This design comes from an exercise in tuning for small area, a short achievable clock period and few clock cycles on the open sky130 flow, not from production work. RTL that was checked went through simulation tests only; none was proved equivalent to the original. Function not checked in runs 1 to 5: the RTL went through the layout flow alone.

### design/flow/flow/run.sh
#!/bin/bash
# Standard layout, with plain buf_1 cells as the port buffers.
export BUFFER_PORTS_ARGS="-buffer_cell sky130_fd_sc_hd__buf_1"
bash standard.sh > standard.log 2>&1
### design/flow/standard.sh
#!/bin/bash
# synth_recipe.tcl (not shown) runs the flow's synth.tcl, then flattens the netlist and writes it again
# the make line also repeats each setting of config.mk as NAME=value (left out here)
make -C /OpenROAD-flow-scripts/flow DESIGN_CONFIG=/design/flow/config.mk WORK_HOME=/design/flow/orfs CLKGATE_MAP_FILE= SYNTH_SCRIPT=/design/flow/synth_recipe.tcl "${@:-finish}"
### design/flow/config.mk
export PLATFORM = sky130hd
export DESIGN_NAME = chirp_gen
export DESIGN_NICKNAME = chirp_gen
export VERILOG_FILES = /design/flow/design.v
export SDC_FILE = /design/flow/constraint.sdc
export NUM_CORES = 4
export LEC_CHECK = 0
export CAP_MARGIN = 20
export CORE_MARGIN = 2
export CORE_UTILIZATION = 45
export CTS_BUF_LIST = sky130_fd_sc_hd__clkbuf_4 sky130_fd_sc_hd__clkbuf_8
export SETUP_SLACK_MARGIN = 5
export SLEW_MARGIN = 20
### design/flow/constraint.sdc
create_clock -name core_clock -period 9.0 [get_ports {clk}]
set_input_delay 1.8000 -clock core_clock [delete_from_list [all_inputs] [get_ports {clk}]]
set_output_delay 1.8000 -clock core_clock [all_outputs]
set_load 0.01 [all_outputs]
### design/flow/design.v
package chirp_gen_pkg;
  localparam int CHIRP_TYPE_SIZE = 2;
  localparam logic [CHIRP_TYPE_SIZE-1:0] TYPE_UP    = 2'd0;
  localparam logic [CHIRP_TYPE_SIZE-1:0] TYPE_DOWN  = 2'd1;
  localparam logic [CHIRP_TYPE_SIZE-1:0] TYPE_QDOWN = 2'd2;
endpackage
module chirp_add #(
  parameter int W = 32
) (
  input  logic [W-1:0] a,
  input  logic [W-1:0] b,
  input  logic         ci,
  output logic [W-1:0] s
);
  logic [W-1:0] p0, g, p, gn, pn;
  always_comb begin
    p0 = a ^ b;
    g  = a & b;
    p  = p0;
    g[0] = g[0] | (p[0] & ci);
    for (int l = 1; l < W; l = l * 2) begin
      gn = g;
      pn = p;
      for (int i = 0; i < W; i++)
        if ((i / l) % 2 == 1) begin
          gn[i] = g[i] | (p[i] & g[(i / l) * l - 1]);
          pn[i] = p[i] & p[(i / l) * l - 1];
        end
      g = gn;
      p = pn;
    end
    s = p0 ^ {g[W-2:0], ci};
  end
endmodule
module chirp_freq_step #(
  parameter int PRECISION = 32
) (
  input  logic [PRECISION-1:0] freq,
  input  logic [PRECISION-1:0] d,
  input  logic [PRECISION-1:0] w,
  input  logic                 cin,
  input  logic                 k,
  input  logic                 up,
  input  logic                 use_test,    
  input  logic                 force_fold,  
  output logic [PRECISION-1:0] next_freq
);
  localparam int P = PRECISION;
  logic [P-1:0] s, t;
  logic [P-1:0] t_sum, t_car;
  logic [P:0]   x_a, x_b, x_c, x_sum, x_car, x;
  logic         ovf;
  logic         fold;
  always_comb begin
    t_sum = freq ^ d ^ w;
    t_car = {(freq[P-2:0] & d[P-2:0]) | (freq[P-2:0] & w[P-2:0]) | (d[P-2:0] & w[P-2:0]), k};
    x_a   = {freq[P-1], freq};
    x_b   = {d[P-1], d};
    x_c   = {up, up, w[P-1:1]};
    x_sum = x_a ^ x_b ^ x_c;
    x_car = {(x_a[P-1:0] & x_b[P-1:0]) | (x_a[P-1:0] & x_c[P-1:0]) | (x_b[P-1:0] & x_c[P-1:0]), 1'b1};
  end
  chirp_add #(.W(P))   u_s (.a(freq),  .b(d),     .ci(cin),  .s(s));
  chirp_add #(.W(P))   u_t (.a(t_sum), .b(t_car), .ci(1'b0), .s(t));
  chirp_add #(.W(P+1)) u_x (.a(x_sum), .b(x_car), .ci(1'b0), .s(x));
  always_comb begin
    ovf  = (freq[P-1] == d[P-1]) && (s[P-1] != freq[P-1]);
    fold = use_test ? (up ^ x[P] ^ ovf) : force_fold;
    next_freq = fold ? t : s;
  end
endmodule
import chirp_gen_pkg::*;
module chirp_gen #(
  parameter int PRECISION = 32,
  parameter int SYM_W     = 12
) (
  input  logic                       clk,
  input  logic                       rst,
  input  logic                       sym_valid,
  output logic                       sym_ready,
  input  logic [SYM_W-1:0]           sym_value,
  input  logic [CHIRP_TYPE_SIZE-1:0] chirp_type,
  input  logic [3:0]                 sf,
  input  logic [PRECISION-1:0]       bw_sr,
  input  logic [PRECISION-1:0]       phase_inc,
  input  logic [PRECISION-1:0]       symbol_size,
  output logic                       out_valid,
  input  logic                       out_ready,
  output logic [PRECISION-1:0]       phase_out,
  output logic [PRECISION-1:0]       freq_out,
  output logic                       sym_done
);
  localparam int P  = PRECISION;
  localparam int MB = P - SYM_W;    
  logic          st_mul;    
  logic          st_sub;    
  logic          st_run;    
  logic          up_r;      
  logic          cin_r;     
  logic [P-1:0]  w_r;       
  logic [P-1:0]  d_r;       
  logic [P-1:0]  cnt_r;     
  logic          shifting;
  logic          m_last;
  logic          cnt_one;
  logic          size_zero;
  logic          req_up;
  logic          beat;
  logic          start;
  logic          mult;
  logic          accept;
  logic [P-1:0]  next_freq;
  logic [P-1:0]  cnt_dec;
  logic [P-1:0]  phase_sum;
  chirp_add #(.W(P)) u_phase (.a(phase_out), .b(freq_out), .ci(1'b0), .s(phase_sum));
  chirp_add #(.W(P)) u_cnt   (.a(cnt_r), .b('1), .ci(1'b0), .s(cnt_dec));
  always_comb begin
    shifting  = (cnt_r[3:0] != 4'd0);
    m_last    = (cnt_r[P-1:MB+1] == '0);
    cnt_one   = (cnt_r == P'(1));
    size_zero = (symbol_size == '0);
    req_up    = (chirp_type == TYPE_UP);
    out_valid = st_run;
    beat      = st_run && out_ready;
    start     = sym_valid && ((!st_mul && !st_sub && !st_run) || (beat && cnt_one));
    mult      = st_mul && !shifting;
    sym_ready = st_sub || (mult && m_last);
    accept    = sym_ready && sym_valid;
  end
  chirp_freq_step #(
    .PRECISION (P)
  ) u_freq_step (
    .freq       (freq_out),
    .d          (d_r),
    .w          (w_r),
    .cin        (cin_r),
    .k          (cin_r || up_r),
    .up         (up_r),
    .use_test   (st_run),
    .force_fold (st_mul && cnt_r[MB]),
    .next_freq  (next_freq)
  );
  always_ff @(posedge clk or posedge rst) begin
    if (rst) begin
      st_mul    <= 1'b0;
      st_sub    <= 1'b0;
      st_run    <= 1'b0;
      up_r      <= 1'b0;
      cin_r     <= 1'b0;
      sym_done  <= 1'b0;
      phase_out <= '0;
    end else begin
      sym_done <= 1'b0;
      if (beat) begin
        phase_out <= phase_sum;
        if (cnt_one) begin
          sym_done  <= 1'b1;
          st_run    <= 1'b0;
        end
      end
      if (start) begin
        up_r      <= 1'b0;
        cin_r     <= 1'b1;
        st_mul    <= req_up;
        st_sub    <= !req_up;
      end
      if (mult) begin
        cin_r     <= 1'b0;
        if (m_last) st_mul <= 1'b0;
      end
      if (accept) begin
        up_r      <= req_up;
        cin_r     <= !req_up;
        st_mul    <= 1'b0;
        st_sub    <= 1'b0;
        if (size_zero) begin
          sym_done  <= 1'b1;
        end else begin
          st_run    <= 1'b1;
        end
      end
    end
  end
  always_ff @(posedge clk) begin
    if (beat) begin
      freq_out <= next_freq;
      cnt_r    <= cnt_dec;
    end
    if (start) begin
      w_r   <= bw_sr;
      cnt_r <= {sym_value, {(MB-4){1'b0}}, sf};
      if (req_up) begin
        freq_out <= ~{1'b0, bw_sr[P-1:1]};
        d_r      <= '0;
      end else begin
        freq_out <= {1'b0, bw_sr[P-1:1]};
        d_r      <= ~phase_inc;
      end
    end
    if (st_mul) begin
      if (shifting) begin
        w_r        <= {1'b0, w_r[P-1:1]};
        cnt_r[3:0] <= cnt_dec[3:0];
      end else begin
        freq_out       <= next_freq;
        w_r            <= {w_r[P-2:0], 1'b0};
        cnt_r[P-1:MB]  <= {1'b0, cnt_r[P-1:MB+1]};
      end
    end
    if (accept) begin
      freq_out <= next_freq;
      cnt_r    <= symbol_size;
      if (req_up) begin
        w_r <= ~bw_sr;
        d_r <= phase_inc;
      end
    end
  end
endmodule
==> reports/results.tsv, run 1 <==
stage	metric	value	unit
logic_synthesis	Post-synth EDFFs	16	
logic_synthesis	Avg Cell Area, Syn	8.38	µm²
cts	TritonCTS clock tree	done	
detailed_routing	WL/cell	20.3	µm
detailed_routing	via count	13900	
cts	CTS root buffer	clkbuf_8	
grt	largest net degree at the start of global routing	93	
cts	Clock transition at path regs	0.09	ns
sta	FMAX	0.254	GHz
critical_path	Crit Path Max Fanout	3	
floorplanning	row cnt	66	
logic_synthesis	syn_nets	2075	
grt	initial antenna violation count	0	
place	gpl congestion	0.857	
detailed_routing	Final ANT Viol Nets	0	
floorplanning	Die Span Y	185	µm
cts	clk sinks	166	
cts	hold_buf cts	0	
logic_synthesis	Synth cell types	77	
cells_and_area	Synth-to-Final Area Change	14.4	%
sta	Final setup violation count	0	
critical_path	critical path endpoint category	output pin	
sta	max-slew violation count	0	
status	outcome	no timing/DRC/antenna violations	
logic_synthesis	Syn Inst Count	1750	
cts	worst-case clock buffer depth	2	
logic_synthesis	FFs w/ async S/R, synth	22.9	%
cts	CTS HTree Levels	4	
cells_and_area	fraction of layout cells with a size suffix above 1	9.88	%
floorplanning	die area	34100	µm²
logic_synthesis	area leader, netlist	dfxtp_1	
sta	Max-slew headroom	31.7	%
grt	global-route wire length before repair	73000	µm
sta	RSZ-0062 raised after global routing	yes	
logic_synthesis	top cell type's share of synthesized area	15.3	%
grt	grt total ovfl	0	
place	post-detail-place hpwl	33300	µm
grt	vias in the first global route	12900	
detailed_routing	DRC Markers	0	
cells_and_area	fillers	3148	
critical_path	R2R setup slack	5.06	ns
logic_synthesis	most common cell in the netlist	nor2_1	
detailed_routing	drt total wl	47900	µm
worst_hold_path	hold depth	2	
flow_run	Max Cap Violations	0	
detailed_routing	initial DRC count	1115	
logic_synthesis	flops & latches, synth	166	
sta	Tightest Pin Transition	1.02	ns
critical_path	CP startpoint kind	register	
floorplanning	Die X-Extent	185	µm
cells_and_area	non-filler cells, final	2355	
worst_hold_path	worst hold path type	reg -> reg	
critical_path	WS Path Type	reg -> out	
logic_synthesis	Synth area leaders	dfxtp_1 15%, ha_1 11%, fa_1 11%, dfrtp_1 6.5%, nor2_1 5.5%	
logic_synthesis	Synth Cell Area	14700	µm²
sta	skew final	0.0218	ns
grt	GRT Overall Usage	27.9	%
floorplanning	Ports	185	
cts	clock latency on the worst-skew pair	0.51	ns
detailed_routing	first-pass iteration count of the detailed router	5	
critical_path	WP data required	7.20	ns
logic_synthesis	yosys warns	4	
floorplanning	Core Region	32300	µm²
logic_synthesis	sequential share of the synthesized area	25.0	%
sta	Tmin final	3.94	ns
sta	Final Cycle Share	43.8	%
cells_and_area	# nets final	2225	
sta	final hold vios	0	
place	Inst Count DP	2292	
detailed_routing	vias per cell	5.90	
cts	CTS buffer count	17	
critical_path	depth of the most critical reg-to-reg path	15	
cells_and_area	antenna cells	0	
critical_path	worst path arrival time	2.14	ns
logic_synthesis	synth cell count leaders	215 x nor2_1, 168 x nand2_1, 128 x ha_1, 117 x o21ai_0, 112 x dfxtp_1	
floorplanning	Starting Density	45.4	%
sta	post-route setup TNS	0	ns
logic_synthesis	Top FF cell, synth	dfxtp_1	
place	Buffers on Ports	184	
==> routing by layer <==
metal  GRT usage, %  wire, µm  vias up
met5              0         0        -
met4           9.92      1570        0
met3           5.57      3810      103
met2           42.0     20800      524
met1           39.6     21700     6671
li1               -         -     6597
==> registers in the layout, indices dropped and copies added, names as in the netlist <==
signal / cells
phase_out: 32
cin_r: 1
d_r: 32
sym_done: 1
st_run: 1
w_r: 32
cnt_r: 32
st_mul: 1
st_sub: 1
up_r: 1
freq_out: 32
==> cell families (layout without fill, tap and decap cells) <==
family / count (synthesis) / in the layout / share of synthesized area, %
compound gates: 495 / 495 / 22.5
xor+xnor: 122 / 122 / 7.28
fa+ha+maj: 207 / 207 / 21.7
buf+inv: 196 / 355 / 5.33
flops: 166 / 166 / 25.0
mux: 23 / 23 / 1.67
simple gates: 541 / 545 / 16.5
==> cell type report <==
| type | instances | area (µm²) | area share [%] |
|---|---|---|---|
| inverters | 98 | 368 | 2.19 |
| flip-flops and latches | 166 | 3750 | 22.3 |
| repair buffers | 225 | 1170 | 6.95 |
| clock buffers | 20 | 256 | 1.53 |
| well taps | 442 | 553 | 3.29 |
| clock inverters | 12 | 176 | 1.05 |
| multi-input cells | 1392 | 10500 | 62.7 |
==> per-stage QoR <==
step	util (%)	hold WS (ns)	setup slack (ns)	cell area [µm²]
3_3_place_gp	48.5	0.489	4.28	15600
5_1_grt	52.0	0.535	4.89	16800
2_1_floorplan	-	0.501	5.25	14700
4_1_cts	50.8	0.527	4.93	16400
6_report	52.0	0.517	5.06	16800
3_5_place_dp	48.5	0.506	4.18	15700
==> worst max-delay path, stage by stage (launching register included) <==
cell and delay [ns]:
dfxtp_2 0.33, or4_4 0.56, nor4_4 0.25, and3_4 0.26
or2_4 0.12, buf_6 0.10
==> layout by cell type, fill, tap and decap left out, types with 16 or more instances in the layout <==
cell and count:
xor2_1 33, dfxtp_2 25, o221ai_1 18, dfxtp_1 76
nand3_1 27, o31ai_1 19, o22ai_1 20, inv_1 94
a21oi_1 85, a21o_1 29, nor2_1 213, buf_1 183
ha_1 127, clkbuf_8 17, edfxtp_1 16, o21ai_0 114
dfrtp_1 37, a221o_1 19, xnor2_1 87, fa_1 77
nand2_1 166, a221oi_1 34, a22oi_1 31, a31oi_1 29
buf_4 29, nor3_1 41
==> path summary, 6_finish.rpt <==
check                                          start                         to
max                                cnt_r[25]$_DFF_P_                  sym_ready
min                        phase_out[18]$_DFFE_PP0P_  phase_out[18]$_DFFE_PP0P_
max reg2reg                      freq_out[7]$_DFF_P_       freq_out[11]$_DFF_P_
min reg2reg                phase_out[18]$_DFFE_PP0P_  phase_out[18]$_DFFE_PP0P_
max in group asynchronous                        rst           st_mul$_DFF_PP0_
min in group asynchronous                        rst   phase_out[9]$_DFFE_PP0P_
==> what timing repair did <==
action | in CTS | in global routing
setup buffers | 10 | 10
gates cloned | 5 | 5
endpoints found under the setup margin | 66 | 42
pin swaps | 9 | 29
resized for setup | 50 | 62
==> inputs of run 2 (changes only) <==
--- a/design/flow/config.mk
+++ b/design/flow/config.mk
@@ -9,3 +9,3 @@
 export CORE_MARGIN = 2
-export CORE_UTILIZATION = 45
+export CORE_UTILIZATION = 55
 export CTS_BUF_LIST = sky130_fd_sc_hd__clkbuf_4 sky130_fd_sc_hd__clkbuf_8
==> run 2 against run 1 <==
  * First-iteration DRC count increased by 9.5%
  * Synthesized cell count unchanged
  * Fmax increased by 0.45%
==> reports/results.tsv, run 2 <==
stage	metric	value	unit
status	outcome	no timing/DRC/antenna violations	
sta	Max-slew headroom	28.7	%
detailed_routing	DRC Markers	0	
logic_synthesis	FFs w/ async S/R, synth	22.9	%
sta	post-route setup TNS	0	ns
cells_and_area	final instance area	16400	µm²
cells_and_area	Synth-to-Final Area Change	11.5	%
cts	hold_buf cts	0	
critical_path	Cell Chain, Critical Path	buf_1, and3_1, nand4_1, o31ai_1, and2_4, clkbuf_8, nor2_2, buf_4, a221o_1	
cts	TritonCTS clock tree	done	
critical_path	Buf+Inv Stages, Crit Path	3	
place	post-detail-place hpwl	32500	µm
cts	CTS HTree Levels	4	
logic_synthesis	most common cell in the netlist	nor2_1	
logic_synthesis	synth cell count leaders	215 x nor2_1, 168 x nand2_1, 128 x ha_1, 117 x o21ai_0, 112 x dfxtp_1	
worst_hold_path	hold depth	2	
logic_synthesis	simple-gate area share of the yosys netlist	16.5	%
flow_run	Max Cap Violations	0	
detailed_routing	initial DRC count	1221	
logic_synthesis	Post-synth EDFFs	16	
logic_synthesis	flops & latches, synth	166	
place	dpl cell area	15500	µm²
grt	grt total ovfl	0	
critical_path	depth of the most critical reg-to-reg path	15	
critical_path	critical path depth in cells	9	
logic_synthesis	XOR/XNOR Fraction of Synth Area	7.28	%
cts	worst-case clock buffer depth	2	
logic_synthesis	Syn Inst Count	1750	
sta	Tightest Pin Transition	1.06	ns
cells_and_area	fillers	2404	
detailed_routing	WL/cell	20.1	µm
detailed_routing	Final ANT Viol Nets	0	
grt	largest net degree at the start of global routing	84	
critical_path	R2R setup slack	5.10	ns
critical_path	CP endpoint	d_r[23]$_DFF_P_	
logic_synthesis	yosys warns	4	
cells_and_area	most frequent cells in the layout	213 x nor2_1, 183 x buf_1, 165 x nand2_1, 128 x ha_1, 115 x o21ai_0	
detailed_routing	drt total wl	45100	µm
cells_and_area	# nets final	2223	
grt	M2 GR Usage	50.0	%
critical_path	WS Path Type	in -> reg	
grt	vias in the first global route	12900	
grt	GR Util met3	5.91	%
critical_path	FF-to-FF End	freq_out[19]$_DFF_P_	
logic_synthesis	Top FF cell, synth	dfxtp_1	
critical_path	CP max stage cell	clkbuf_8	
floorplanning	Ports	185	
cts	CTS buffer count	17	
sta	Final setup violation count	0	
floorplanning	Starting Density	56.1	%
cells_and_area	commonest non-fill, non-tap cell in the layout	nor2_1	
logic_synthesis	Post-Synth Adder-Cell Area	21.7	%
logic_synthesis	area leader, netlist	dfxtp_1	
worst_hold_path	worst hold path type	reg -> reg	
logic_synthesis	Synth Cell Area	14700	µm²
logic_synthesis	top cell type's share of synthesized area	15.3	%
sta	Final Cycle Share	43.6	%
critical_path	Worst path max stage delay	0.37	ns
grt	GRT Overall Usage	32.1	%
cts	clk sinks	166	
logic_synthesis	post-synthesis compound-gate area fraction	22.5	%
grt	GRT met1 Usage	45.7	%
critical_path	Crit Path Max Fanout	54	
sta	Tmin final	3.92	ns
floorplanning	Die X-Extent	167	µm
logic_synthesis	syn_nets	2075	
sta	final hold vios	0	
sta	skew final	0.0180	ns
logic_synthesis	sequential share of the synthesized area	25.0	%
critical_path	RR Startpoint	freq_out[0]$_DFF_P_	
logic_synthesis	Synth cell types	77	
critical_path	worst path arrival time	4.29	ns
sta	max-slew violation count	0	
logic_synthesis	mux contribution to synthesized area	1.67	%
detailed_routing	first-pass iteration count of the detailed router	18	
critical_path	WP data required	9.37	ns
grt	initial antenna violation count	3	
critical_path	Setup crit start	out_ready	
cells_and_area	fraction of layout cells with a size suffix above 1	9.11	%
place	Buffers on Ports	184	
floorplanning	Core Region	26100	µm²
detailed_routing	vias per cell	6.15	
grt	most used routing layer	met2	
critical_path	Top delay family on crit path	simple AND/OR/NAND/NOR gates	
logic_synthesis	largest family of logic cells by synthesized area	compound AO/OA/AOI/OAI gates	
logic_synthesis	Synth area leaders	dfxtp_1 15%, ha_1 11%, fa_1 11%, dfrtp_1 6.5%, nor2_1 5.5%	
floorplanning	row cnt	59	
cts	Clock transition at path regs	0.09	ns
cts	clock latency on the worst-skew pair	0.49	ns
cts	CTS root buffer	clkbuf_8	
sta	FMAX	0.255	GHz
detailed_routing	via count	13800	
sta	RSZ-0062 raised after global routing	yes	
logic_synthesis	Avg Cell Area, Syn	8.38	µm²
floorplanning	die area	28000	µm²
critical_path	CP startpoint kind	primary input	
place	gpl congestion	0.910	
floorplanning	Die Span Y	167	µm
grt	global-route wire length before repair	71100	µm
critical_path	critical path endpoint category	register	
[run 2: how the worst min path moves through the flow]
stage	from	endpoint	slack, ns
after floorplan	cnt_r[27]$_DFF_P_	cnt_r[26]$_DFF_P_	0.50
after global placement	phase_out[19]$_DFFE_PP0P_	phase_out[19]$_DFFE_PP0P_	0.49
after detailed placement	phase_out[22]$_DFFE_PP0P_	phase_out[22]$_DFFE_PP0P_	0.50
after CTS	phase_out[22]$_DFFE_PP0P_	phase_out[22]$_DFFE_PP0P_	0.53
after global routing	phase_out[23]$_DFFE_PP0P_	phase_out[23]$_DFFE_PP0P_	0.55
final	phase_out[22]$_DFFE_PP0P_	phase_out[22]$_DFFE_PP0P_	0.52
[run 2: metal layers]
layer / part of all wire [%] / vias to the layer above
met2: 44 / 579
met5: 0.029 / -
met4: 2.3 / 2
met3: 9.2 / 70
li1: - / 6580
met1: 44 / 6588
[run 2: what timing repair did]
action                                  4_1_cts  5_1_grt
pin swaps                                     7       14
gates resized for setup                      52       35
setup buffers                                 9       13
endpoints found under the setup margin       66       60
gates cloned                                  3        1
[run 2: kinds of logic after synthesis]
logic type      count (synthesis)
fa+ha+maj                     207
buf+inv                       196
xor+xnor                      122
mux                            23
compound gates                495
flops                         166
simple gates                  541
[run 2: worst reg2reg max path, delay by kind of cell (launching register included)]
family	cells	cell delay, ns
compound gates	9	1.69
fa+ha+maj	3	1.12
simple gates	1	0.41
flops	1	0.36
buf+inv	1	0.14
xor+xnor	1	0.09
[run 2: per-stage QoR]
| step | utilization [%] | setup slack [ns] | std cells | hold slack (ns) |
|---|---|---|---|---|
| after floorplan | - | 5.25 | 1750 | 0.501 |
| after global placement | 59.4 | 4.27 | 2188 | 0.493 |
| after detailed placement | 59.5 | 4.24 | 2188 | 0.504 |
| after CTS | 61.9 | 4.90 | 2232 | 0.525 |
| after global routing | 62.6 | 4.98 | 2247 | 0.549 |
| final | 62.6 | 5.08 | 2248 | 0.517 |
[run 2: layout make-up]
cell class              count  area (µm²)  share of cell area, %
inverters                  98         368                   2.25
flip-flops and latches    166        3730                   22.8
repair buffers            224        1050                   6.42
clock inverters            14         126                  0.772
diodes                      2        5.00                 0.0306
multi-input cells        1391       10400                   63.7
well taps                 335         419                   2.56
clock buffers              18         241                   1.48
==> inputs of run 3 (changes only) <==
--- a/design/flow/design.v
+++ b/design/flow/design.v
@@ -123,2 +123,3 @@
     out_valid = st_run;
+    sym_ready = st_sub;
     beat      = st_run && out_ready;
@@ -126,4 +127,3 @@
     mult      = st_mul && !shifting;
-    sym_ready = st_sub || (mult && m_last);
-    accept    = sym_ready && sym_valid;
+    accept    = st_sub && sym_valid;
   end
@@ -139,3 +139,3 @@
     .use_test   (st_run),
-    .force_fold (st_mul && cnt_r[MB]),
+    .force_fold (1'b0),
     .next_freq  (next_freq)
@@ -162,3 +162,3 @@
         up_r      <= 1'b0;
-        cin_r     <= 1'b1;
+        cin_r     <= !req_up;
         st_mul    <= req_up;
@@ -166,5 +166,6 @@
       end
-      if (mult) begin
-        cin_r     <= 1'b0;
-        if (m_last) st_mul <= 1'b0;
+      if (mult && m_last) begin
+        cin_r     <= 1'b1;
+        st_mul    <= 1'b0;
+        st_sub    <= 1'b1;
       end
@@ -173,3 +174,2 @@
         cin_r     <= !req_up;
-        st_mul    <= 1'b0;
         st_sub    <= 1'b0;
@@ -189,7 +189,7 @@
     if (start) begin
-      w_r   <= bw_sr;
+      w_r   <= req_up ? ~bw_sr : bw_sr;
       cnt_r <= {sym_value, {(MB-4){1'b0}}, sf};
       if (req_up) begin
-        freq_out <= ~{1'b0, bw_sr[P-1:1]};
-        d_r      <= '0;
+        freq_out <= '0;
+        d_r      <= bw_sr;
       end else begin
@@ -201,8 +201,8 @@
       if (shifting) begin
-        w_r        <= {1'b0, w_r[P-1:1]};
+        d_r        <= {1'b0, d_r[P-1:1]};
         cnt_r[3:0] <= cnt_dec[3:0];
       end else begin
-        freq_out       <= next_freq;
-        w_r            <= {w_r[P-2:0], 1'b0};
-        cnt_r[P-1:MB]  <= {1'b0, cnt_r[P-1:MB+1]};
+        if (cnt_r[MB]) freq_out <= next_freq;
+        d_r           <= m_last ? ~{1'b0, bw_sr[P-1:1]} : {d_r[P-2:0], 1'b0};
+        cnt_r[P-1:MB] <= {1'b0, cnt_r[P-1:MB+1]};
       end
@@ -212,6 +212,3 @@
       cnt_r    <= symbol_size;
-      if (req_up) begin
-        w_r <= ~bw_sr;
-        d_r <= phase_inc;
-      end
+      if (req_up) d_r <= phase_inc;
     end
--- a/design/flow/config.mk
+++ b/design/flow/config.mk
@@ -9,3 +9,3 @@
 export CORE_MARGIN = 2
-export CORE_UTILIZATION = 55
+export CORE_UTILIZATION = 50
 export CTS_BUF_LIST = sky130_fd_sc_hd__clkbuf_4 sky130_fd_sc_hd__clkbuf_8
==> run 3 against run 2 <==
  * Via count is 5.0% lower
  * Critical endpoint is now freq_out[24]$_DFF_P_
  * Largest cell class unchanged
  * Clock-buffer cell count is 1 lower
  * Critical path depth stayed put
  * Wire length down 3.7%
  * Worst hold slack got worse by 0.023 ns
==> reports/results.tsv, run 3 <==
stage	metric	value	unit
status	outcome	no timing/DRC/antenna violations	
sta	Final setup violation count	0	
logic_synthesis	Synth area leaders	ha_1 14%, dfxtp_1 11%, fa_1 11%, edfxtp_1 9.8%, dfrtp_1 6.5%	
grt	grt total ovfl	0	
logic_synthesis	sequential share of the synthesized area	27.2	%
sta	Tightest Pin Transition	1.02	ns
logic_synthesis	most common cell in the netlist	nand2_1	
place	post-detail-place hpwl	31600	µm
detailed_routing	vias per cell	5.91	
cells_and_area	Synth-to-Final Area Change	11.1	%
place	post-place setup slack	3.97	ns
floorplanning	die area	30700	µm²
floorplanning	Core Region	28800	µm²
sta	Tmin final	3.89	ns
floorplanning	Die Span Y	175	µm
logic_synthesis	area leader, netlist	ha_1	
logic_synthesis	FFs w/ async S/R, synth	22.9	%
sta	Max-slew headroom	32.0	%
grt	global-route wire length before repair	69400	µm
logic_synthesis	Synth Cell Area	14700	µm²
critical_path	depth of the most critical reg-to-reg path	16	
detailed_routing	via count	13100	
sta	final hold vios	0	
logic_synthesis	Top FF cell, synth	dfxtp_1	
logic_synthesis	top cell type's share of synthesized area	13.6	%
cts	CTS buffer count	17	
logic_synthesis	Avg Cell Area, Syn	8.77	µm²
cts	clock latency on the worst-skew pair	0.50	ns
sta	final worst setup slack	5.11	ns
logic_synthesis	Syn Inst Count	1674	
cells_and_area	most frequent cells in the layout	200 x nand2_1, 184 x buf_1, 163 x a21oi_1, 159 x ha_1, 133 x inv_1	
logic_synthesis	yosys warns	4	
sta	skew final	0.0192	ns
cts	worst-case clock buffer depth	2	
critical_path	CP startpoint kind	primary input	
cells_and_area	antenna cells	0	
detailed_routing	WL/cell	19.6	µm
cts	clk sinks	166	
floorplanning	Die X-Extent	175	µm
flow_run	Max Cap Violations	0	
grt	vias in the first global route	12800	
cts	Clock transition at path regs	0.10	ns
logic_synthesis	Synth cell types	72	
sta	FMAX	0.257	GHz
worst_hold_path	hold depth	1	
logic_synthesis	syn_nets	2030	
critical_path	WP data required	9.44	ns
detailed_routing	drt total wl	43500	µm
sta	worst hold margin	0.494	ns
cells_and_area	fraction of layout cells with a size suffix above 1	7.07	%
sta	post-route setup TNS	0	ns
place	Buffers on Ports	184	
detailed_routing	Final ANT Viol Nets	0	
sta	Final Cycle Share	43.2	%
cells_and_area	area of the multi-input gates	10000	µm²
cells_and_area	fillers	2720	
logic_synthesis	synth cell count leaders	203 x nand2_1, 165 x a21oi_1, 159 x ha_1, 134 x inv_1, 101 x o21ai_0	
critical_path	critical path endpoint category	register	
floorplanning	row cnt	62	
detailed_routing	initial DRC count	943	
grt	largest net degree at the start of global routing	71	
floorplanning	Ports	185	
cells_and_area	# nets final	2182	
sta	RSZ-0062 raised after global routing	yes	
place	gpl congestion	0.887	
cells_and_area	commonest non-fill, non-tap cell in the layout	nand2_1	
detailed_routing	DRC Markers	0	
sta	max-slew violation count	0	
critical_path	worst path arrival time	4.33	ns
grt	GRT Overall Usage	28.7	%
logic_synthesis	flops & latches, synth	166	
detailed_routing	first-pass iteration count of the detailed router	5	
critical_path	Crit Path Max Fanout	70	
cts	hold_buf cts	0	
cts	CTS root buffer	clkbuf_8	
floorplanning	Starting Density	51.0	%
worst_hold_path	worst hold path type	reg -> reg	
cells_and_area	Seq. cell area	4030	µm²
cts	CTS HTree Levels	4	
critical_path	WS Path Type	in -> reg	
cts	TritonCTS clock tree	done	
grt	initial antenna violation count	0	
critical_path	R2R setup slack	5.14	ns
logic_synthesis	Post-synth EDFFs	48	
run 3: cell types whose count changed after synthesis, moves of 31 or more:
cell      before  now
edfxtp_1      16   48
nand2_1      168  203
inv_1         98  134
ha_1         128  159
dfxtp_1      112   80
nor2_1       215   95
a21oi_1       90  165
run 3: layout make-up:
cell class	count	share of cell area (%)
Multi-Input combinational cell	1299	61.3
Sequential cell	166	24.7
Timing Repair Buffer	206	5.54
Inverter	136	3.16
Tap cell	384	2.95
Clock buffer	17	1.44
Clock inverter	15	0.875
run 3: repair_timing:
item	4_1_cts	5_1_grt
setup endpoints to repair	35	38
gates resized for setup	23	29
pin swaps	0	7
gates cloned	0	1
buffers inserted	1	9
run 3: worst max-delay path, cell delays in order:
cell     delay (ns)
buf_1          0.14
nand2_2        0.11
nor4_2         0.07
o21ai_4        0.15
buf_4          0.71
nand2_1        0.33
nor2_2         0.72
a22oi_1        0.15
o21ai_1        0.12
run 3: routing by layer:
metal  track usage, %  up-vias  routed length [µm]
met5                0        -                   0
met2             47.7      386               20700
met4             7.29        0                 800
li1                 -     6303                   -
met1             39.3     6390               19700
met3             4.18       48                2240
run 3: kinds of logic after synthesis:
group | after synthesis | synth area share [%]
mux | 33 | 2.29
fa+ha+maj | 238 | 24.3
flops | 166 | 27.2
simple gates | 426 | 13.5
xor+xnor | 91 | 5.43
buf+inv | 209 | 5.59
compound gates | 511 | 21.6
run 3: worst paths after layout:
kind | start | to
max | out_ready | freq_out[24]$_DFF_P_
min | phase_out[31]$_DFFE_PP0P_ | phase_out[31]$_DFFE_PP0P_
max reg2reg | freq_out[26]$_DFF_P_ | freq_out[1]$_DFF_P_
min reg2reg | phase_out[31]$_DFFE_PP0P_ | phase_out[31]$_DFFE_PP0P_
max in group asynchronous | rst | phase_out[15]$_DFFE_PP0P_
min in group asynchronous | rst | phase_out[4]$_DFFE_PP0P_
run 3: metrics by stage:
step           std cells  utilization, %  area (µm²)
3_5_place_dp        2180            54.4       15700
3_3_place_gp        2180            54.4       15700
6_report            2223            56.6       16300
5_1_grt             2223            56.6       16300
2_1_floorplan       1674               -       14700
4_1_cts             2213            55.9       16100
==> inputs of run 4 (changes only) <==
--- a/design/flow/design.v
+++ b/design/flow/design.v
@@ -122,4 +122,2 @@
     req_up    = (chirp_type == TYPE_UP);
-    out_valid = st_run;
-    sym_ready = st_sub;
     beat      = st_run && out_ready;
@@ -139,3 +137,3 @@
     .use_test   (st_run),
-    .force_fold (1'b0),
+    .force_fold (st_mul && cnt_r[MB]),
     .next_freq  (next_freq)
@@ -149,2 +147,4 @@
       cin_r     <= 1'b0;
+      sym_ready <= 1'b0;
+      out_valid <= 1'b0;
       sym_done  <= 1'b0;
@@ -156,2 +156,3 @@
         if (cnt_one) begin
+          out_valid <= 1'b0;
           sym_done  <= 1'b1;
@@ -163,2 +164,3 @@
         cin_r     <= !req_up;
+        sym_ready <= !req_up;
         st_mul    <= req_up;
@@ -168,2 +170,3 @@
         cin_r     <= 1'b1;
+        sym_ready <= 1'b1;
         st_mul    <= 1'b0;
@@ -174,2 +177,3 @@
         cin_r     <= !req_up;
+        sym_ready <= 1'b0;
         st_sub    <= 1'b0;
@@ -178,2 +182,3 @@
         end else begin
+          out_valid <= 1'b1;
           st_run    <= 1'b1;
@@ -183,33 +188,36 @@
   end
+  logic          s_start, s_beat, s_shift, s_mult, s_acc, s_acc_up;
+  logic [P-1:0]  half_in;
+  logic [P-1:0]  freq_d, d_d, w_d, cnt_d;
+  always_comb begin
+    s_start  = start;
+    s_beat   = beat && !start;
+    s_shift  = st_mul && shifting;
+    s_mult   = mult;
+    s_acc    = accept;
+    s_acc_up = accept && req_up;
+    half_in  = {1'b0, bw_sr[P-1:1]};
+    freq_d = ({P{s_start && !req_up}} & half_in)
+           | ({P{s_beat || s_mult || s_acc}} & next_freq)
+           | ({P{!(s_start || s_beat || s_mult || s_acc)}} & freq_out);
+    d_d    = ({P{s_start && !req_up}} & ~phase_inc)
+           | ({P{s_mult && m_last}} & ~half_in)
+           | ({P{s_acc_up}} & phase_inc)
+           | ({P{!(s_start || (s_mult && m_last) || s_acc_up)}} & d_r);
+    w_d    = ({P{s_start || s_acc_up}} & (bw_sr ^ {P{s_acc_up}}))
+           | ({P{s_shift}} & {1'b0, w_r[P-1:1]})
+           | ({P{s_mult}} & {w_r[P-2:0], 1'b0})
+           | ({P{!(s_start || s_acc_up || s_shift || s_mult)}} & w_r);
+    cnt_d  = ({P{s_start}} & {sym_value, {(MB-4){1'b0}}, sf})
+           | ({P{s_beat}} & cnt_dec)
+           | ({P{s_shift}} & {cnt_r[P-1:4], cnt_dec[3:0]})
+           | ({P{s_mult}} & {1'b0, cnt_r[P-1:MB+1], cnt_r[MB-1:0]})
+           | ({P{s_acc}} & symbol_size)
+           | ({P{!(s_start || s_beat || s_shift || s_mult || s_acc)}} & cnt_r);
+  end
   always_ff @(posedge clk) begin
-    if (beat) begin
-      freq_out <= next_freq;
-      cnt_r    <= cnt_dec;
-    end
-    if (start) begin
-      w_r   <= req_up ? ~bw_sr : bw_sr;
-      cnt_r <= {sym_value, {(MB-4){1'b0}}, sf};
-      if (req_up) begin
-        freq_out <= '0;
-        d_r      <= bw_sr;
-      end else begin
-        freq_out <= {1'b0, bw_sr[P-1:1]};
-        d_r      <= ~phase_inc;
-      end
-    end
-    if (st_mul) begin
-      if (shifting) begin
-        d_r        <= {1'b0, d_r[P-1:1]};
-        cnt_r[3:0] <= cnt_dec[3:0];
-      end else begin
-        if (cnt_r[MB]) freq_out <= next_freq;
-        d_r           <= m_last ? ~{1'b0, bw_sr[P-1:1]} : {d_r[P-2:0], 1'b0};
-        cnt_r[P-1:MB] <= {1'b0, cnt_r[P-1:MB+1]};
-      end
-    end
-    if (accept) begin
-      freq_out <= next_freq;
-      cnt_r    <= symbol_size;
-      if (req_up) d_r <= phase_inc;
-    end
+    freq_out <= freq_d;
+    d_r      <= d_d;
+    w_r      <= w_d;
+    cnt_r    <= cnt_d;
   end
--- a/design/flow/config.mk
+++ b/design/flow/config.mk
@@ -9,3 +9,3 @@
 export CORE_MARGIN = 2
-export CORE_UTILIZATION = 50
+export CORE_UTILIZATION = 45
 export CTS_BUF_LIST = sky130_fd_sc_hd__clkbuf_4 sky130_fd_sc_hd__clkbuf_8
==> run 4 against run 3 <==
  * Largest cell class unchanged
  * Wire length increased by 4.5%
  * Register-to-register slack about the same
  * Critical endpoint is now freq_out[1]$_DFF_P_
  * Non-clock buffer count increased by 5
  * Final cell count increased by 3.4%
  * Still clean on timing, DRC and antenna
==> reports/results.tsv, run 4 <==
stage	metric	value	unit
floorplanning	Die Span Y	182	µm
detailed_routing	initial DRC count	931	
critical_path	critical path endpoint category	register	
cells_and_area	final design utilization	51.2	%
cts	Clock transition at path regs	0.10	ns
critical_path	Setup crit start	w_r[18]$_DFF_P_	
cts	worst-case clock buffer depth	2	
cts	clk sinks	167	
cts	clock latency on the worst-skew pair	0.50	ns
cells_and_area	# nets final	2208	
sta	skew final	0.0152	ns
logic_synthesis	most common cell in the netlist	nand2_1	
detailed_routing	WL/cell	19.8	µm
grt	GRT Overall Usage	27.8	%
place	gpl congestion	0.882	
critical_path	WS Path Type	reg -> reg	
logic_synthesis	FFs w/ async S/R, synth	23.4	%
detailed_routing	first-pass iteration count of the detailed router	6	
floorplanning	Ports	185	
cts	TritonCTS clock tree	done	
detailed_routing	Final ANT Viol Nets	0	
cells_and_area	fraction of layout cells with a size suffix above 1	7.33	%
floorplanning	Die X-Extent	182	µm
logic_synthesis	sequential share of the synthesized area	24.7	%
place	post-place setup slack	4.38	ns
sta	post-route setup TNS	0	ns
place	Buffers on Ports	184	
cells_and_area	Synth-to-Final Area Change	12.5	%
place	dpl cell area	15400	µm²
floorplanning	row cnt	65	
critical_path	R2R setup slack	5.13	ns
critical_path	worst path arrival time	4.31	ns
logic_synthesis	syn_nets	2055	
critical_path	depth of the most critical reg-to-reg path	14	
critical_path	Cell Chain, Critical Path	fa_1, ha_1, a21oi_1, o21ai_0, a221oi_1, o21ai_1, a31oi_2, xor2_2, o2111ai_4, o221ai_4, buf_4, buf_8, mux2_2, o21ai_1	
cells_and_area	commonest non-fill, non-tap cell in the layout	nand2_1	
sta	worst hold margin	0.475	ns
critical_path	WP data required	9.44	ns
logic_synthesis	Synth area leaders	dfxtp_1 18%, ha_1 11%, fa_1 11%, nand2_1 8.0%, dfrtp_1 6.8%	
logic_synthesis	Syn Inst Count	1730	
critical_path	Worst path max stage delay	0.50	ns
critical_path	Crit Path Max Fanout	10	
sta	final worst setup slack	5.13	ns
grt	initial antenna violation count	0	
critical_path	critical path depth in cells	14	
logic_synthesis	top cell type's share of synthesized area	17.9	%
grt	largest net degree at the start of global routing	66	
logic_synthesis	area leader, netlist	dfxtp_1	
sta	RSZ-0062 raised after global routing	yes	
sta	FMAX	0.258	GHz
detailed_routing	vias per cell	5.81	
flow_run	Max Cap Violations	0	
critical_path	RR Startpoint	w_r[18]$_DFF_P_	
logic_synthesis	synth cell count leaders	304 x nand2_1, 128 x dfxtp_1, 128 x ha_1, 106 x inv_1, 99 x a21oi_1	
detailed_routing	DRC Markers	0	
cts	CTS HTree Levels	4	
logic_synthesis	yosys warns	4	
critical_path	FF-to-FF End	freq_out[1]$_DFF_P_	
logic_synthesis	Post-synth EDFFs	0	
place	Inst Count DP	2261	
detailed_routing	via count	13300	
floorplanning	Starting Density	45.5	%
critical_path	CP dominant cell by count	o21ai_1	
sta	max-slew violation count	0	
critical_path	Buf+Inv Stages, Crit Path	2	
grt	grt total ovfl	0	
place	post-detail-place hpwl	33400	µm
logic_synthesis	Synth Cell Area	14300	µm²
logic_synthesis	Top FF cell, synth	dfxtp_1	
cts	CTS buffer count	17	
grt	vias in the first global route	13000	
floorplanning	Core Region	31500	µm²
logic_synthesis	flops & latches, synth	167	
logic_synthesis	Avg Cell Area, Syn	8.28	µm²
sta	Tightest Pin Transition	0.990	ns
sta	Max-slew headroom	34.0	%
detailed_routing	drt total wl	45400	µm
worst_hold_path	worst hold path type	reg -> reg	
critical_path	CP endpoint	freq_out[1]$_DFF_P_	
cts	CTS root buffer	clkbuf_8	
logic_synthesis	Synth cell types	77	
cells_and_area	final instance area	16100	µm²
cells_and_area	fillers	3095	
cells_and_area	antenna cells	0	
sta	Tmin final	3.87	ns
floorplanning	die area	33300	µm²
sta	final hold vios	0	
cells_and_area	non-filler cells, final	2298	
critical_path	Top delay family on crit path	compound AO/OA/AOI/OAI gates	
worst_hold_path	hold depth	1	
critical_path	CP max stage cell	dfxtp_1	
sta	Final Cycle Share	43.0	%
grt	global-route wire length before repair	72000	µm
status	outcome	no timing/DRC/antenna violations	
cells_and_area	most frequent cells in the layout	301 x nand2_1, 184 x buf_1, 128 x ha_1, 108 x dfxtp_1, 105 x inv_1	
critical_path	CP startpoint kind	register	
sta	Final setup violation count	0	
-- run 4: cell types whose count changed after synthesis, moves of 28 or more --
cell	change
a21oi_1	-66
ha_1	-31
a221oi_1	-29
o311ai_0	+30
edfxtp_1	-48
inv_1	-28
dfxtp_1	+48
nand2_1	+101
nand3_1	+37
-- run 4: area by class of cell --
type	instances	area (µm²)	share of cell area (%)
repair buffers	211	940	5.83
clock buffers	22	290	1.80
well taps	402	503	3.12
multi-input cells	1380	10200	63.6
clock inverters	10	168	1.04
inverters	106	398	2.47
flip-flops and latches	167	3570	22.1
-- run 4: kinds of logic (layout without fill, tap and decap cells) --
logic type | Yosys count | after routing | synth area share (%)
xor+xnor | 72 | 72 | 4.40
simple gates | 587 | 587 | 18.4
flops | 167 | 167 | 24.7
fa+ha+maj | 207 | 207 | 22.2
mux | 28 | 28 | 2.02
compound gates | 485 | 486 | 23.3
buf+inv | 184 | 349 | 5.04
-- run 4: metal layers --
| metal | vias to the layer above | track usage, % | share of wire (%) |
|---|---|---|---|
| li1 | 6529 | - | - |
| met1 | 6350 | 37.4 | 45 |
| met2 | 413 | 45.6 | 46 |
| met3 | 54 | 4.93 | 5.9 |
| met4 | 0 | 8.39 | 2.4 |
| met5 | - | 0 | 0 |
-- run 4: worst min-delay path by stage --
stage                               from                        end  slack, ns
2_1_floorplan           cnt_r[6]$_DFF_P_           cnt_r[6]$_DFF_P_       0.45
3_3_place_gp   phase_out[31]$_DFFE_PP0P_  phase_out[31]$_DFFE_PP0P_       0.45
3_5_place_dp   phase_out[31]$_DFFE_PP0P_  phase_out[31]$_DFFE_PP0P_       0.46
4_1_cts        phase_out[31]$_DFFE_PP0P_  phase_out[31]$_DFFE_PP0P_       0.48
5_1_grt        phase_out[31]$_DFFE_PP0P_  phase_out[31]$_DFFE_PP0P_       0.50
6_report       phase_out[31]$_DFFE_PP0P_  phase_out[31]$_DFFE_PP0P_       0.47
-- run 4: repair_timing --
item                       4_1_cts  5_1_grt
gates cloned                     1        0
gates resized for setup          6       46
hold buffers                     0        0
setup endpoints to repair       30       36
pin swaps                        1        2
buffers inserted                 1        2
==> inputs of run 5 (changes only) <==
--- a/design/flow/config.mk
+++ b/design/flow/config.mk
@@ -9,3 +9,3 @@
 export CORE_MARGIN = 2
-export CORE_UTILIZATION = 45
+export CORE_UTILIZATION = 50
 export CTS_BUF_LIST = sky130_fd_sc_hd__clkbuf_4 sky130_fd_sc_hd__clkbuf_8
==> run 5 against run 4 <==
  * Non-clock buffer count down 1
  * Largest cell class unchanged
  * Clock-buffer cell count is 4 lower
  * Wire length fell by 2.2%
  * Synthesized area did not move
  * Core utilization increased by 5.6 points
  * Design area is 1.3% lower
  * First-iteration DRC count is 15% higher
  * Sequential share of layout area grew 0.31 points
  * Global-route usage grew 2.0 points
==> reports/results.tsv, run 5 <==
stage	metric	value	unit
status	outcome	no timing/DRC/antenna violations	
sta	FMAX	0.260	GHz
floorplanning	Core Region	28000	µm²
floorplanning	Die X-Extent	173	µm
logic_synthesis	yosys warns	4	
sta	Tightest Pin Transition	1.03	ns
critical_path	Setup crit start	out_ready	
floorplanning	row cnt	61	
logic_synthesis	syn_nets	2055	
logic_synthesis	top cell type's share of synthesized area	17.9	%
cts	Clock transition at path regs	0.11	ns
grt	initial antenna violation count	0	
sta	RSZ-0062 raised after global routing	no	
detailed_routing	Final ANT Viol Nets	0	
critical_path	critical path endpoint category	register	
sta	skew final	0.0173	ns
critical_path	WP data required	9.40	ns
cts	TritonCTS clock tree	done	
cells_and_area	antenna cells	0	
cts	clock latency on the worst-skew pair	0.50	ns
grt	GRT Overall Usage	29.8	%
place	gpl congestion	0.895	
detailed_routing	initial DRC count	1072	
detailed_routing	drt total wl	44400	µm
cts	CTS HTree Levels	4	
cells_and_area	non-filler cells, final	2272	
logic_synthesis	flops & latches, synth	167	
cells_and_area	Synth-to-Final Area Change	11.0	%
grt	global-route wire length before repair	70800	µm
sta	post-route setup TNS	0	ns
critical_path	Crit Path Max Fanout	23	
logic_synthesis	area leader, netlist	dfxtp_1	
detailed_routing	WL/cell	19.6	µm
logic_synthesis	sequential share of the synthesized area	24.7	%
sta	Final setup violation count	0	
critical_path	RR Startpoint	w_r[30]$_DFF_P_	
cells_and_area	most frequent cells in the layout	301 x nand2_1, 184 x buf_1, 128 x ha_1, 106 x dfxtp_1, 105 x inv_1	
floorplanning	die area	30000	µm²
place	post-detail-place hpwl	32600	µm
grt	grt total ovfl	0	
floorplanning	Die Span Y	173	µm
logic_synthesis	synth cell count leaders	304 x nand2_1, 128 x dfxtp_1, 128 x ha_1, 106 x inv_1, 99 x a21oi_1	
worst_hold_path	min-delay src	phase_out[31]$_DFFE_PP0P_	
cells_and_area	fillers	2712	
grt	vias in the first global route	12800	
detailed_routing	via count	13400	
cts	worst-case clock buffer depth	2	
logic_synthesis	most common cell in the netlist	nand2_1	
detailed_routing	vias per cell	5.90	
critical_path	CP max stage cell	nor3_4	
sta	final hold vios	0	
critical_path	CP startpoint kind	primary input	
logic_synthesis	Syn Inst Count	1730	
logic_synthesis	Synth Cell Area	14300	µm²
logic_synthesis	Avg Cell Area, Syn	8.28	µm²
floorplanning	Starting Density	51.2	%
cells_and_area	commonest non-fill, non-tap cell in the layout	nand2_1	
floorplanning	Ports	185	
sta	max-slew violation count	0	
logic_synthesis	Top FF cell, synth	dfxtp_1	
sta	Tmin final	3.85	ns
logic_synthesis	Post-synth EDFFs	0	
flow_run	Max Cap Violations	0	
logic_synthesis	FFs w/ async S/R, synth	23.4	%
cts	clk sinks	167	
cells_and_area	# nets final	2206	
cells_and_area	fraction of layout cells with a size suffix above 1	7.13	%
critical_path	CP dominant cell by count	buf_4	
cts	CTS buffer count	17	
cts	CTS root buffer	clkbuf_8	
grt	largest net degree at the start of global routing	96	
logic_synthesis	Synth area leaders	dfxtp_1 18%, ha_1 11%, fa_1 11%, nand2_1 8.0%, dfrtp_1 6.8%	
detailed_routing	DRC Markers	0	
sta	Final Cycle Share	42.8	%
place	Buffers on Ports	184	
place	Inst Count DP	2236	
sta	final worst setup slack	5.15	ns
detailed_routing	first-pass iteration count of the detailed router	6	
critical_path	Cell Chain, Critical Path	buf_1, nand3_1, nor4_4, a21oi_1, buf_4, nor3_4, buf_4, nor3_1, a31oi_1, o21bai_1	
critical_path	Worst path max stage delay	0.49	ns
sta	Max-slew headroom	31.7	%
worst_hold_path	worst hold path type	reg -> reg	
place	post-place setup slack	4.33	ns
logic_synthesis	Synth cell types	77	
critical_path	WS Path Type	in -> reg	
critical_path	worst path arrival time	4.25	ns
## run 5: routing by layer
metal	part of all wire (%)	vias up	wire length [µm]	global-route usage, %
li1	-	6512	-	-
met1	46	6373	20400	41.6
met2	46	457	20300	47.3
met3	6.0	61	2660	4.98
met4	2.4	0	1050	9.32
met5	0	-	0	0
## run 5: cells by family after synthesis
logic type	synth area share, %
muxes	2.02
and+or+nand+nor	18.4
adders and majority gates	22.2
DFF	24.7
AOI/OAI and AO/OA	23.3
xor gates and xnor gates	4.40
buffers and inverters	5.04
## run 5: final timing paths
kind | end | slack (ns) | cells after the start
max reg2reg | freq_out[16]$_DFF_P_ | 5.17 | 13
max | freq_out[26]$_DFF_P_ | 5.15 | 10
min reg2reg | phase_out[31]$_DFFE_PP0P_ | 0.48 | 1
max in group asynchronous | st_mul$_DFFE_PP0P_ | 7.13 | 3
min | phase_out[31]$_DFFE_PP0P_ | 0.48 | 1
min in group asynchronous | phase_out[9]$_DFFE_PP0P_ | 1.42 | 3
## run 5: what timing repair did
action                     in CTS  in global routing
buffers inserted                2                  2
pin swaps                       2                  3
hold buffers                    0                  0
setup endpoints to repair      31                 51
gates cloned                    0                  0
gates resized for setup         8                 40
## run 5: layout make-up
cell class | instances | area [µm²] | area share, %
Inverter | 106 | 398 | 2.50
Sequential cell | 167 | 3570 | 22.4
Clock inverter | 14 | 113 | 0.708
Clock buffer | 18 | 248 | 1.56
Tap cell | 378 | 473 | 2.97
Timing Repair Buffer | 210 | 913 | 5.74
Multi-Input combinational cell | 1379 | 10200 | 64.1
## run 5: per-stage QoR
| stage | utilization [%] | area (µm²) | hold slack [ns] |
|---|---|---|---|
| 2_1_floorplan | - | 14300 | 0.450 |
| 3_3_place_gp | 54.9 | 15400 | 0.458 |
| 3_5_place_dp | 54.9 | 15400 | 0.459 |
| 4_1_cts | 56.3 | 15800 | 0.483 |
| 5_1_grt | 56.8 | 15900 | 0.500 |
| 6_report | 56.8 | 15900 | 0.475 |
## run 5: critical path, delay by kind of cell
kind	cells	cell delay [ns]
buf+inv	3	0.89
simple gates	4	1.18
compound gates	3	0.36
==> inputs of run 6 (changes only) <==
--- a/design/flow/design.v
+++ b/design/flow/design.v
@@ -125,3 +125,3 @@
     mult      = st_mul && !shifting;
-    accept    = st_sub && sym_valid;
+    accept    = st_sub;
   end
==> run 6 against run 5 <==
  * Highest routed layer unchanged
  * Worst hold slack better by 0.012 ns
  * Global-route usage is 0.48 points lower
  * Wire length is 5.0% lower
==> reports/results.tsv, run 6 <==
stage	metric	value	unit
floorplanning	row cnt	61	
logic_synthesis	mux contribution to synthesized area	0.667	%
detailed_routing	via count	12500	
logic_synthesis	Top FF cell, synth	dfxtp_1	
logic_synthesis	Synth area leaders	dfxtp_1 18%, ha_1 12%, fa_1 11%, dfrtp_1 7.2%, nand2_1 5.0%	
logic_synthesis	sequential share of the synthesized area	25.7	%
floorplanning	Ports	185	
sta	Final Cycle Share	43.7	%
critical_path	WS Path Type	reg -> reg	
critical_path	worst path arrival time	4.30	ns
sta	max-slew violation count	0	
sta	Tightest Pin Transition	0.929	ns
grt	global-route wire length before repair	66200	µm
grt	vias in the first global route	12000	
cells_and_area	most frequent cells in the layout	184 x nand2_1, 184 x buf_1, 127 x ha_1, 105 x inv_1, 104 x dfxtp_1	
cells_and_area	# nets final	2050	
cts	hold_buf cts	0	
logic_synthesis	yosys warns	4	
cts	Clock transition at path regs	0.09	ns
cts	clock latency on the worst-skew pair	0.48	ns
worst_hold_path	worst hold path type	reg -> reg	
sta	RSZ-0062 raised after global routing	yes	
sta	final hold vios	0	
detailed_routing	Final ANT Viol Nets	0	
logic_synthesis	FFs w/ async S/R, synth	23.8	%
logic_synthesis	XOR/XNOR Fraction of Synth Area	4.85	%
detailed_routing	vias per cell	5.93	
logic_synthesis	synth cell count leaders	186 x nand2_1, 128 x dfxtp_1, 128 x ha_1, 106 x inv_1, 98 x a21oi_1	
cts	worst-case clock buffer depth	2	
logic_synthesis	Avg Cell Area, Syn	8.86	µm²
grt	grt total ovfl	0	
logic_synthesis	area leader, netlist	dfxtp_1	
floorplanning	Die Span Y	171	µm
logic_synthesis	Syn Inst Count	1568	
place	gpl congestion	0.889	
cells_and_area	fillers	2618	
detailed_routing	drt total wl	42200	µm
cells_and_area	fraction of layout cells with a size suffix above 1	8.63	%
sta	FMAX	0.254	GHz
floorplanning	die area	29100	µm²
critical_path	WP data required	9.37	ns
logic_synthesis	top cell type's share of synthesized area	18.4	%
sta	Max-slew headroom	37.9	%
detailed_routing	first-pass iteration count of the detailed router	7	
logic_synthesis	post-synthesis compound-gate area fraction	26.3	%
logic_synthesis	Post-Synth Adder-Cell Area	22.9	%
detailed_routing	DRC Markers	0	
cts	CTS buffer count	17	
logic_synthesis	flops & latches, synth	168	
cts	CTS root buffer	clkbuf_8	
cells_and_area	final design utilization	56.8	%
floorplanning	Starting Density	50.4	%
critical_path	CP startpoint kind	register	
cts	clk sinks	168	
cells_and_area	Synth-to-Final Area Change	12.6	%
flow_run	Max Cap Violations	0	
logic_synthesis	Synth Cell Area	13900	µm²
grt	GRT Overall Usage	29.3	%
logic_synthesis	largest family of logic cells by synthesized area	compound AO/OA/AOI/OAI gates	
grt	initial antenna violation count	1	
grt	largest net degree at the start of global routing	65	
logic_synthesis	syn_nets	1893	
place	Buffers on Ports	184	
sta	skew final	0.0160	ns
status	outcome	no timing/DRC/antenna violations	
critical_path	Crit Path Max Fanout	6	
detailed_routing	WL/cell	19.9	µm
floorplanning	Core Region	27600	µm²
logic_synthesis	Post-synth EDFFs	0	
floorplanning	Die X-Extent	171	µm
place	post-detail-place hpwl	31000	µm
logic_synthesis	most common cell in the netlist	nand2_1	
logic_synthesis	Synth cell types	79	
logic_synthesis	simple-gate area share of the yosys netlist	14.6	%
cts	CTS HTree Levels	4	
sta	Final setup violation count	0	
critical_path	critical path endpoint category	register	
detailed_routing	initial DRC count	980	
cts	TritonCTS clock tree	done	
sta	Tmin final	3.93	ns
sta	post-route setup TNS	0	ns
-- run 6: cell count changes after synthesis, moves of 16 or more --
cell      previous run  this run
nand3_1             51        19
nand2b_1            32        15
o21ai_0             97        46
nand2_1            304       186
o221ai_2             0        20
nor3b_1              6        26
a221o_1             15        32
o311ai_0            32         1
o21ai_1             25        69
clkbuf_1            73        57
-- run 6: timing repair --
item,in CTS,in global routing
gates cloned,2,1
buffers inserted,3,7
endpoints found under the setup margin,60,37
gates resized for setup,33,25
pin swaps,4,8
-- run 6: cell type report --
cell class / instances / area, µm² / area share (%)
Antenna cell: 1 / 2.50 / 0.0160
Clock buffer: 21 / 270 / 1.73
Clock inverter: 11 / 171 / 1.10
Inverter: 106 / 398 / 2.54
Multi-Input combinational cell: 1224 / 9800 / 62.6
Sequential cell: 168 / 3600 / 23.0
Tap cell: 378 / 473 / 3.02
Timing Repair Buffer: 208 / 932 / 5.96
-- run 6: worst max-delay path: stages, from the launching register on --
cell,delay (ns)
dfxtp_4,0.40
fa_2,0.62
ha_4,0.22
a21o_1,0.18
o21bai_1,0.18
a221oi_2,0.41
a211oi_2,0.17
o211ai_1,0.31
nand2_1,0.16
or4_4,0.44
a31o_2,0.25
xnor2_1,0.17
a221o_1,0.30
-- run 6: stage by stage --
step	setup WS [ns]	area [µm²]	instances	hold WS, ns
2_1_floorplan	5.38	13900	1568	0.437
3_3_place_gp	4.11	14900	2071	0.457
3_5_place_dp	3.99	14900	2071	0.464
4_1_cts	5.02	15500	2108	0.490
5_1_grt	4.94	15600	2116	0.507
6_report	5.07	15600	2117	0.488
-- run 6: cell families (layout without fill, tap and decap cells) --
kind of cell               after synthesis  after routing
AOI/OAI and AO/OA                      503            503
xor gates and xnor gates                74             74
adders and majority gates              207            207
buffers and inverters                  178            346
DFF                                    168            168
muxes                                    8              8
other                                    0              1
and+or+nand+nor                        430            432
-- run 6: metal layers --
layer / vias to the layer above / routed length, µm / GRT usage [%]
met5: - / 0 / 0
met4: 0 / 1000 / 7.92
met3: 41 / 2560 / 5.16
met2: 393 / 20100 / 49.6
met1: 6017 / 18600 / 38.6
li1: 6093 / - / -
-- run 6: worst paths after layout --
path / startpoint / endpoint / slack, ns / cells past startpoint
setup / recovery: freq_out[11]$_DFF_P_ / freq_out[31]$_DFF_P_ / 5.07 / 12
hold / removal: cnt_r[6]$_DFF_P_ / cnt_r[6]$_DFF_P_ / 0.49 / 2
hold reg to reg: cnt_r[6]$_DFF_P_ / cnt_r[6]$_DFF_P_ / 0.49 / 2
min in group asynchronous: rst / phase_out[31]$_DFFE_PP0P_ / 1.49 / 2
max in group asynchronous: rst / phase_out[15]$_DFFE_PP0P_ / 6.93 / 2
setup reg to reg: freq_out[11]$_DFF_P_ / freq_out[31]$_DFF_P_ / 5.07 / 12
Testbench counts of run 6, summed over its fixed seeds: cycles 66,504.
==> inputs of run 7 (changes only) <==
--- a/design/flow/config.mk
+++ b/design/flow/config.mk
@@ -9,3 +9,3 @@
 export CORE_MARGIN = 2
-export CORE_UTILIZATION = 50
+export CORE_UTILIZATION = 45
 export CTS_BUF_LIST = sky130_fd_sc_hd__clkbuf_4 sky130_fd_sc_hd__clkbuf_8
==> run 7 against run 6 <==
  * Die area is 11% higher
  * Synthesized cell count stayed put
  * Worst setup slack worse by 0.021 ns
  * Critical path depth stayed put
  * Synthesized area stayed put
  * Critical path type unchanged
==> reports/results.tsv, run 7 <==
stage	metric	value	unit
critical_path	Worst path max stage delay	0.48	ns
sta	worst hold margin	0.481	ns
sta	max-slew violation count	0	
grt	largest net degree at the start of global routing	73	
sta	post-route setup TNS	0	ns
cts	CTS buffer count	17	
logic_synthesis	Avg Cell Area, Syn	8.86	µm²
logic_synthesis	top cell type's share of synthesized area	18.4	%
floorplanning	row cnt	64	
logic_synthesis	Synth area leaders	dfxtp_1 18%, ha_1 12%, fa_1 11%, dfrtp_1 7.2%, nand2_1 5.0%	
critical_path	worst path arrival time	4.36	ns
logic_synthesis	yosys warns	4	
floorplanning	Die X-Extent	180	µm
critical_path	CP max stage cell	dfxtp_2	
critical_path	Crit Path Max Fanout	6	
grt	GRT Overall Usage	26.2	%
critical_path	WS Path Type	reg -> reg	
cells_and_area	antenna cells	0	
place	dpl cell area	14900	µm²
grt	global-route wire length before repair	67600	µm
detailed_routing	first-pass iteration count of the detailed router	7	
cells_and_area	final instance area	15600	µm²
cts	clk sinks	168	
sta	RSZ-0062 raised after global routing	yes	
floorplanning	Starting Density	45.5	%
cts	hold_buf cts	0	
logic_synthesis	sequential share of the synthesized area	25.7	%
flow_run	Max Cap Violations	0	
place	gpl congestion	0.887	
logic_synthesis	FFs w/ async S/R, synth	23.8	%
logic_synthesis	Post-synth EDFFs	0	
cts	CTS root buffer	clkbuf_8	
cells_and_area	Seq. cell area	3600	µm²
cells_and_area	# nets final	2049	
grt	grt total ovfl	0	
logic_synthesis	flops & latches, synth	168	
logic_synthesis	Top FF cell, synth	dfxtp_1	
sta	skew final	0.0276	ns
sta	Tmin final	3.95	ns
detailed_routing	Final ANT Viol Nets	0	
floorplanning	Die Span Y	180	µm
logic_synthesis	Syn Inst Count	1568	
detailed_routing	vias per cell	5.90	
sta	Max-slew headroom	40.4	%
sta	final hold vios	0	
cells_and_area	Synth-to-Final Area Change	12.0	%
logic_synthesis	Synth cell types	79	
cts	worst-case clock buffer depth	2	
critical_path	Cell Chain, Critical Path	fa_1, ha_1, a21o_1, o21bai_1, a221oi_2, a211oi_2, o211ai_1, nand2_1, or4_1, a31o_2, xnor2_1, a221o_1	
detailed_routing	initial DRC count	890	
critical_path	Buf+Inv Stages, Crit Path	0	
place	post-place setup slack	3.88	ns
critical_path	critical path endpoint category	register	
logic_synthesis	syn_nets	1893	
logic_synthesis	synth cell count leaders	186 x nand2_1, 128 x dfxtp_1, 128 x ha_1, 106 x inv_1, 98 x a21oi_1	
logic_synthesis	area leader, netlist	dfxtp_1	
sta	final worst setup slack	5.05	ns
floorplanning	Core Region	30500	µm²
worst_hold_path	worst hold path type	reg -> reg	
cells_and_area	fillers	2875	
logic_synthesis	Synth Cell Area	13900	µm²
cells_and_area	fraction of layout cells with a size suffix above 1	8.35	%
place	Buffers on Ports	184	
critical_path	WP data required	9.40	ns
critical_path	CP startpoint kind	register	
cts	TritonCTS clock tree	done	
cells_and_area	area of the multi-input gates	9790	µm²
status	outcome	no timing/DRC/antenna violations	
sta	Tightest Pin Transition	0.893	ns
==> run 7: cell types whose count changed in the layout (fill, tap and decap cells not counted), sizes merged <==
cell      delta
a21boi       +1
buf          -1
bufinv       -2
clkbuf       -4
clkinvlp     -1
diode        -1
inv          +6
nor2b        -1
or2          +1
==> run 7: area by class of cell <==
type,instances,area share [%]
Clock inverter,14,1.03
Clock buffer,18,1.59
Inverter,106,2.56
Multi-Input combinational cell,1225,62.9
Tap cell,396,3.18
Timing Repair Buffer,206,5.60
Sequential cell,168,23.1
==> run 7: metrics by stage <==
stage	utilization, %	cells
after detailed placement	48.8	2086
after floorplan	-	1568
after global routing	51.0	2133
after CTS	50.6	2126
final	51.0	2133
after global placement	48.8	2086
==> run 7: path summary, 6_finish.rpt <==
path	start	to	slack, ns	cells after the start
min in group asynchronous	rst	phase_out[30]$_DFFE_PP0P_	1.45	2
setup reg to reg	freq_out[11]$_DFF_P_	freq_out[31]$_DFF_P_	5.05	12
hold / removal	cnt_r[7]$_DFF_P_	cnt_r[7]$_DFF_P_	0.48	2
max in group asynchronous	rst	phase_out[12]$_DFFE_PP0P_	6.97	2
setup / recovery	freq_out[11]$_DFF_P_	freq_out[31]$_DFF_P_	5.05	12
hold reg to reg	cnt_r[7]$_DFF_P_	cnt_r[7]$_DFF_P_	0.48	2
==> run 7: kinds of logic (layout without fill, tap and decap cells) <==
| group | Yosys count | count (layout) | synth area share [%] |
|---|---|---|---|
| xor gates and xnor gates | 74 | 74 | 4.86 |
| AOI/OAI and AO/OA | 503 | 504 | 26.3 |
| DFF | 168 | 168 | 25.7 |
| muxes | 8 | 8 | 0.667 |
| buffers and inverters | 178 | 344 | 5.01 |
| and+or+nand+nor | 430 | 432 | 14.6 |
| adders and majority gates | 207 | 207 | 22.9 |
==> run 7: timing repair <==
action | CTS | global route
buffers inserted | 6 | 6
resized for setup | 26 | 23
endpoints found under the setup margin | 70 | 47
pin swaps | 4 | 5
endpoints found under the hold margin | 0 | 0
cloned | 2 | 1
==> run 7: worst min-delay path: stages (launching register included) <==
cell	delay (ns)
dfxtp_1	0.34
a222oi_1	0.07
inv_1	0.05
==> run 7: routing by layer <==
layer | share of wire [%] | vias to the layer above | routed length (µm) | global-route usage (%)
met5 | 0.057 | - | 24 | 0
met4 | 2.4 | 4 | 996 | 7.90
met3 | 6.5 | 55 | 2740 | 5.31
met2 | 47 | 434 | 20100 | 43.7
met1 | 44 | 5991 | 18500 | 34.3
li1 | - | 6103 | - | -

## separate check: timing with driven ports
No port has a modelled driver above. Below, the same layouts with a new extraction and two added sets of constraints. Step 1 assumes that a clkbuf_16 drives the clock port and a buf_2 every other input. Step 2, shift: input delay + t, output delay - t, t = (earliest + latest rising clock arrival at the registers) / 2. This alone moves slack from input paths to output paths. Slacks: ideal / step 1 / step 2; pairs: ideal / step 1.
run	t (ns)	setup slack, ns	worst data-port slew with drivers (ns)
run 1	0.550	5.058 / 5.011 / 4.584	0.08
run 2	0.527	5.075 / 5.028 / 4.547	0.09
run 3	0.546	5.111 / 5.139 / 4.594	0.06
run 4	0.544	5.129 / 5.129 / 4.634	0.07
run 5	0.542	5.151 / 5.167 / 4.635	0.04
run 6	0.519	5.066 / 5.066 / 4.623	0.07
run 7	0.549	5.046 / 5.046 / 4.608	0.09
After both steps every run listed still meets setup and hold. The setup slack of run 2, which loses most, moves by -0.047 ns with the drivers and by -0.528 ns with both steps.
